What follows belongs to an exercise in optimizing a design on an open flow for small area, a short achievable clock period and few clock cycles; a production flow would make more cautious choices. Only simulation tests tie the RTL to the original design; equivalence was not proved.

==> flow/design.v (excerpt) <==
module ellipse_generator (
  input  logic        clk,
  input  logic        reset,
  input  logic        enable,
  input  logic        run,
  input  logic        ena_pause,
  input  logic [1:0]  quadrant,
  input  logic [11:0] xc,
  input  logic [11:0] yc,
  input  logic [11:0] xr,
  input  logic [11:0] yr,
  output logic        busy,
  output logic        pixel_data_rdy,
  output logic        ellipse_complete,
  output logic [11:0] x_coord,
  output logic [11:0] y_coord
);
  localparam int ST_IDLE  = 0;
  localparam int ST_POINT = 1;
  localparam int ST_PASS  = 2;
  localparam int ST_I1    = 3;
  localparam int ST_I2    = 4;
  localparam int ST_ARC   = 5;
  localparam int ST_FLAT  = 6;
  localparam int ST_DONE  = 7;
  logic [7:0]         st;         
  logic               half;       
  logic signed [11:0] rm, rn;     
  logic [11:0]        cxr, cyr;   
  logic [1:0]         quad;
  logic [3:0]         cnt;        
  logic signed [11:0] lx, ly;     
  logic signed [34:0] P;          
  logic               alpha_r, beta_r;
  logic signed [34:0] A;          
  logic signed [34:0] B;          
  logic signed [22:0] R;          
  logic signed [23:0] S;          
  logic signed [24:0] G;          
  logic valid, step;
  ...
export LEC_CHECK = 0
export ABC_AREA = 1
export CAP_MARGIN = 20
export CORE_MARGIN = 2
export CORE_UTILIZATION = 65
export SETUP_SLACK_MARGIN = 3.0
export SLEW_MARGIN = 20
create_clock -name core_clock -period 8.5 [get_ports {clk}]
run.sh (not shown) runs the stock make flow with config.mk's settings and CLKGATE_MAP_FILE= SYNTH_SCRIPT=/design/flow/synth_recipe.tcl, a recipe that flattens the netlist after the stock synthesis.
The first run passed the timing, design-rule and antenna checks.
Testbench counts at the start, summed over its fixed seeds: cycles 112,045.
Edit:
- SETUP_SLACK_MARGIN: 3.0 -> 3.5
The changed run produced a clean layout. Utilization came out higher by 1.7 points. Worst setup slack gets better by 0.40 ns. Final cell count climbs by 1.3%. Critical path depth fell by 2. Area after synthesis is unchanged. Maximum frequency climbs by 8.1%. Global-route usage grows by 0.88 points. Die area does not change.
Edit:
- ABC_AREA: 1 -> not set
Final area is higher by 3.4%.
Global-route usage went down by 2.6 points.
Wire length drops by 0.60%.
Maximum frequency falls by 0.94%.
Die area grows by 3.7%.
Worst setup slack gets worse by 0.047 ns.
Hold slack improved by 0.014 ns.

* * *

Setup of v51:
Starting RTL as in the previous note.
export LEC_CHECK = 0
export CAP_MARGIN = 20
export CORE_MARGIN = 2
export CORE_UTILIZATION = 55
export SETUP_SLACK_MARGIN = 3.0
export SLEW_MARGIN = 20
create_clock -name core_clock -period 8.5 [get_ports {clk}]
Testbench counts of v51, summed over its fixed seeds: cycles 112,045.
The following lists how v20 was set up differently from v51:
Settings: SETUP_SLACK_MARGIN no longer set, was 3.0.
--- outcome ---
Sort v20 and v51 by wire length of the first global-routing pass asc -> top: v20. Highest routing layer actually used = met5: v20; highest routing layer actually used = met4: v51. | maximum single-stage delay on the critical path | lower: v20 |. Number of antenna violations at the first check in global routing in v20 is 1 lower than in v51. Die area: v51 vs v20 identical. Of v20 and v51, the lower final area belongs to v20. [compare] base=v51 new=v20: maximum number of pins on one net before global-route repair higher. | final period utilization | v20 vs v51 | 13 points higher |.
## Diff of input files: v53 against v20
Settings: ABC_AREA: unset -> 1; SETUP_SLACK_MARGIN: unset -> 4.5; CORE_UTILIZATION: 55 -> 65.
## What came out
- Looking at the logs for v20 and v53, the single run that did not finish was v53.
- No final results exist for v53, since it was stopped by error GRT-0232 during global routing.
- v20 → v53: synthesized area decreased 3.6%, total half-perimeter wirelength after legalization and detailed placement now sits higher, number of buffers inserted for hold repair after clock tree synthesis ~0 delta, cell row count shows a reduction of 8, number of levels in the clock H-tree has remained practically unchanged.
- The final reports for v53 and v20 show post-synthesis average cell area lower in the former.
- Die extent in y for v53 is lower than for v20.
- Total placed cells including tap cells for v53: 4.0% up relative to v20
#### Input delta (v23 over v53)
Settings: SETUP_SLACK_MARGIN changed from 4.5 to 4.25; CORE_UTILIZATION changed from 65 to 62.
Results
Changes observed in v23 relative to v53: post-cts sizing count now smaller; average cell area after synthesis flat; number of instances in the placed design went up 0.37%; horizontal die dimension rose 2.3%.
Delta(weighted congestion reported at the end of routability-driven placement, v23 - v53) < 0
v23 vs v53: number of setup buffers added after CTS down by more than a quarter
There was hardly any difference in number of enable flip-flop cells after synthesis between v53 and v23.
The flow did not stop early for v23: all stages ran, and the layout cleared the timing, design-rule and antenna checks.

* * *

ellipse_generator again, from the RTL that the note above started with.
## ellipse_generator
module ellipse_generator (
  input  logic        clk,
  input  logic        reset,
  input  logic        enable,
  input  logic        run,
  input  logic        ena_pause,
  input  logic [1:0]  quadrant,
  input  logic [11:0] xc,
  input  logic [11:0] yc,
  input  logic [11:0] xr,
  input  logic [11:0] yr,
  output logic        busy,
  output logic        pixel_data_rdy,
  output logic        ellipse_complete,
  output logic [11:0] x_coord,
  output logic [11:0] y_coord
);
make LEC_CHECK=0 ABC_AREA=1 CAP_MARGIN=20 CORE_MARGIN=2 CORE_UTILIZATION=70 SETUP_SLACK_MARGIN=4.0 SLEW_MARGIN=20 finish   # period 8.5 ns
The baseline finished clean.
Testbench counts at the start, summed over its fixed seeds: cycles 112,045.
Then changed:
- CORE_UTILIZATION: 70 -> 65
Area after synthesis stays the same.
Global-route usage shrinks by 3.9 points.
Setup slack gets better by 0.036 ns.
Final cell count shrinks by 0.77%.
Register-to-register slack improves by 0.04 ns.
First-iteration DRC count came out lower by 13%.

## static timing again, ports no longer ideal
The flow's constraints put no driver on any port. The routed layouts listed below were extracted and timed again, unchanged, in two steps.
Step 1 assumes that a clkbuf_16 drives the clock port and a buf_2 every other input.
Step 2 moves the port delays by t, midway between the first and last clock arrival at a register: inputs arrive t later, outputs are due t later. That takes back most of the time a late clock gives input paths.
a / b / c = ideal / step 1 / step 2; a / b = the first two.
| run | t, ns | setup WS [ns] | cell pins on the clock port's net |
|---|---|---|---|
| the first run of note 1 | 0.633 | 3.169 / 3.196 / 2.574 | 1 |
| the second run of note 1 | 0.632 | 3.567 / 3.567 / 3.063 | 1 |
| the third run of note 1 | 0.637 | 3.520 / 3.520 / 3.007 | 1 |
| v51 | 0.636 | 3.078 / 3.077 / 2.573 | 1 |
| v20 | 0.641 | 1.969 / 2.007 / 1.366 | 1 |
| v23 | 0.655 | 3.915 / 3.915 / 3.414 | 1 |
| the first run of note 3 | 0.646 | 3.872 / 3.872 / 3.281 | 1 |
| the second run of note 3 | 0.631 | 3.908 / 3.908 / 3.309 | 1 |
After both steps every run listed still meets setup and hold. The setup slack of v20, which loses most, moves by +0.038 ns with the drivers and by -0.603 ns with both steps.
